From an optimization exercise on the open Yosys and OpenROAD flow, aimed at small area, a short achievable clock period and few clock cycles per item; shortcuts taken in it are not production practice. In this exercise RTL edits were held to simulation tests only and were not proved equivalent to the original.

Design pixel_arithmetic_gain_offset, start of the top module:
module pixel_arithmetic_gain_offset
(
    input  logic        clk,
    input  logic        rst_n,
    input  logic        psel,
    input  logic        penable,
    input  logic        pwrite,
    input  logic [3:0]  paddr,
    input  logic [31:0] pwdata,
    output logic [31:0] prdata,
    output logic        pready,
    input  logic        s_axis_tvalid,
    output logic        s_axis_tready,
    input  logic [15:0] s_axis_tdata,    
    output logic        m_axis_tvalid,
    input  logic        m_axis_tready,
    output logic [7:0]  m_axis_tdata     
);
Size: about 340 flip-flops, ~100 I/O pins, roughly 0.047 mm² of cells after synthesis.
==> flow/config.mk <==
export PLATFORM = sky130hd
export DESIGN_NAME = pixel_arithmetic_gain_offset
export DESIGN_NICKNAME = pixel_arithmetic_gain_offset
export VERILOG_FILES = /design/flow/design.v
export SDC_FILE = /design/flow/constraint.sdc
export NUM_CORES = 4
export LEC_CHECK = 0
export ABC_AREA = 1
export CAP_MARGIN = 20
export CORE_MARGIN = 2
export CORE_UTILIZATION = 45
export PLACE_DENSITY = 0.65
export SLEW_MARGIN = 65
==> flow/constraint.sdc <==
create_clock -name core_clock -period 20.0 [get_ports {clk}]
set_input_delay 4.0000 -clock core_clock [delete_from_list [all_inputs] [get_ports {clk}]]
set_output_delay 4.0000 -clock core_clock [all_outputs]
set_load 0.01 [all_outputs]
standard.sh (not shown) runs the stock make flow with config.mk's settings and CLKGATE_MAP_FILE= SYNTH_SCRIPT=/design/flow/synth_recipe.tcl, a recipe that flattens the netlist after the stock synthesis.
==> flow/flow/run.sh <==
#!/bin/bash
set -o pipefail
export BUFFER_PORTS_ARGS="-buffer_cell sky130_fd_sc_hd__buf_4"
export SETUP_SLACK_MARGIN=15.2
bash standard.sh > standard.log 2>&1
The starting point produced a clean layout.
Testbench counts at the start, summed over its fixed seeds: cycles 25,056, items 24,576.
Rerun with:
==> flow/flow/run.sh (replaced) <==
#!/bin/bash
set -o pipefail
export BUFFER_PORTS_ARGS="-buffer_cell sky130_fd_sc_hd__buf_4"
export SETUP_SLACK_MARGIN=15.0
export CTS_ARGS="-sink_clustering_enable -repair_clock_nets -dont_use_dummy_load"
bash standard.sh > standard.log 2>&1
- CORE_UTILIZATION: 45 -> 50
- PLACE_DENSITY: 0.65 -> 0.68
- SLEW_MARGIN: 65 -> 20
- The changed run passed the timing, design-rule and antenna checks
- sequential cell count is unchanged
- design area shrinks by a few percent
- via count grows slightly
- global-route usage grows by 3.5 points
- wire length shrinks by a few percent
- worst setup slack degrades by 0.0094 ns
- clock-buffer cell count shrinks by 15
Rerun with:
==> flow/flow/run.sh (replaced) <==
#!/bin/bash
set -o pipefail
export BUFFER_PORTS_ARGS="-buffer_cell sky130_fd_sc_hd__buf_4"
export SETUP_SLACK_MARGIN=14.7
export CTS_ARGS="-sink_clustering_enable -repair_clock_nets -dont_use_dummy_load"
bash standard.sh > standard.log 2>&1
Sequential share of layout area rises by 0.13 points.
Die area stays the same.
Setup slack gets worse by 0.13 ns.
Critical path depth is higher by 4.
Hold slack gets worse by 0.020 ns.
Flip-flop and latch count is unchanged.

---

Setup of onyx:
Starting RTL as in the previous note.
Settings: LEC_CHECK=0, ABC_AREA=1, CAP_MARGIN=20, CORE_MARGIN=2, CORE_UTILIZATION=50, PLACE_DENSITY=0.68, SLEW_MARGIN=20; clock period 20.0 ns.
==> flow/flow/run.sh <==
#!/bin/bash
set -o pipefail
export BUFFER_PORTS_ARGS="-buffer_cell sky130_fd_sc_hd__buf_4"
export SETUP_SLACK_MARGIN=14.85
export CTS_ARGS="-sink_clustering_enable -repair_clock_nets -dont_use_dummy_load"
bash standard.sh > standard.log 2>&1
Testbench counts of onyx, summed over its fixed seeds: cycles 25,056, items 24,576.
For yarrow, these inputs were changed with respect to onyx:
==> flow/flow/run.sh <==
#!/bin/bash
set -o pipefail
export BUFFER_PORTS_ARGS="-buffer_cell sky130_fd_sc_hd__buf_4"
export SETUP_SLACK_MARGIN=15.2
export CTS_ARGS="-sink_clustering_enable -repair_clock_nets -dont_use_dummy_load"
bash standard.sh > standard.log 2>&1
### Flow results
Of the two values seen for start point of the critical path, prdata[19]$_DFF_P_ was produced by onyx and busy_q$_DFFE_PN0P_ by yarrow. onyx → yarrow: wire length on met2 shows a reduction of about 1.8%, ratio of final minimum period to clock period moved down. | met2 demand-to-capacity share in global routing | yarrow vs onyx | 1.1 points lower |. Higher setup slack was reported by yarrow, not onyx. Looking at yarrow and onyx, the residual DRC count is a wash. Relative to onyx, the cell area of yarrow is higher by 840 um^2.
--- input diff yarrow..lagoon ---
Settings: PLACE_DENSITY: 0.68 -> 0.65; CORE_UTILIZATION: 50 -> 45.
Worst setup timing slack at the placement stage ends up lower on yarrow.
On lagoon: hold slack is 0.023 ns lower than what yarrow gave.
The fmax was comparable across lagoon and yarrow.
lagoon ends up with lower sum of buffers and inverters on the critical path than yarrow does.
Re sequential cell count: no difference whatsoever between lagoon and yarrow.
Between yarrow and lagoon, the area taken by flip-flops and latches figures differ only marginally.

---

Starting RTL as in the previous note.
clock: 20.0 ns
lec_check: 0
abc_area: 1
cap_margin: 20
core_margin: 2
core_utilization: 40
place_density: 0.6
slew_margin: 65
==> flow/flow/run.sh <==
#!/bin/bash
set -o pipefail
export BUFFER_PORTS_ARGS="-buffer_cell sky130_fd_sc_hd__buf_4"
export SETUP_SLACK_MARGIN=15.2
bash standard.sh > standard.log 2>&1
Testbench counts at the start, summed over its fixed seeds: cycles 25,056, items 24,576.
Then changed:
--- a/flow/flow/run.sh
+++ b/flow/flow/run.sh
@@ -4,0 +5 @@
+export CTS_ARGS="-sink_clustering_enable -repair_clock_nets -dont_use_dummy_load"
- CAP_MARGIN: 20 -> 10
- CORE_UTILIZATION: 40 -> 45
- PLACE_DENSITY: 0.6 -> 0.65
- SLEW_MARGIN: 65 -> 10
Effect: Cell area decreases by about 1.4%. Worst setup slack hardly moves. Global-route usage increases by 1.1 points.

[port drivers added, routing unchanged]
The flow's constraints put no driver on any port. The routed layouts listed below were extracted and timed again, unchanged, in two steps. Step 1 sets driving cells, clkbuf_16 on the clock port and buf_2 on the other inputs (assumed; they add their load-dependent delay and slew). Step 2, shift: input delay + t, output delay - t, t = (earliest + latest rising clock arrival at the registers) / 2. This alone moves slack from input paths to output paths. Slacks: ideal / step 1 / step 2; pairs: ideal / step 1.
| run | shift t [ns] | setup slack, ns | pins driven straight from the clock port |
|---|---|---|---|
| the first run of note 1 | 0.686 | 14.830 / 14.753 / 14.574 | 1 |
| the second run of note 1 | 0.671 | 14.821 / 14.747 / 14.339 | 1 |
| the third run of note 1 | 0.698 | 14.696 / 14.643 / 14.045 | 1 |
| onyx | 0.702 | 14.784 / 14.713 / 14.234 | 1 |
| yarrow | 0.656 | 14.826 / 14.755 / 14.571 | 1 |
| lagoon | 0.674 | 14.840 / 14.765 / 14.572 | 1 |
| the first run of note 3 | 0.691 | 14.827 / 14.747 / 14.471 | 1 |
| the second run of note 3 | 0.678 | 14.825 / 14.750 / 14.583 | 1 |
After both steps setup and hold are still met in every run listed. For the third run of note 1, which loses most, drivers alone change the setup slack by -0.053 ns; drivers and shift together by -0.651 ns.
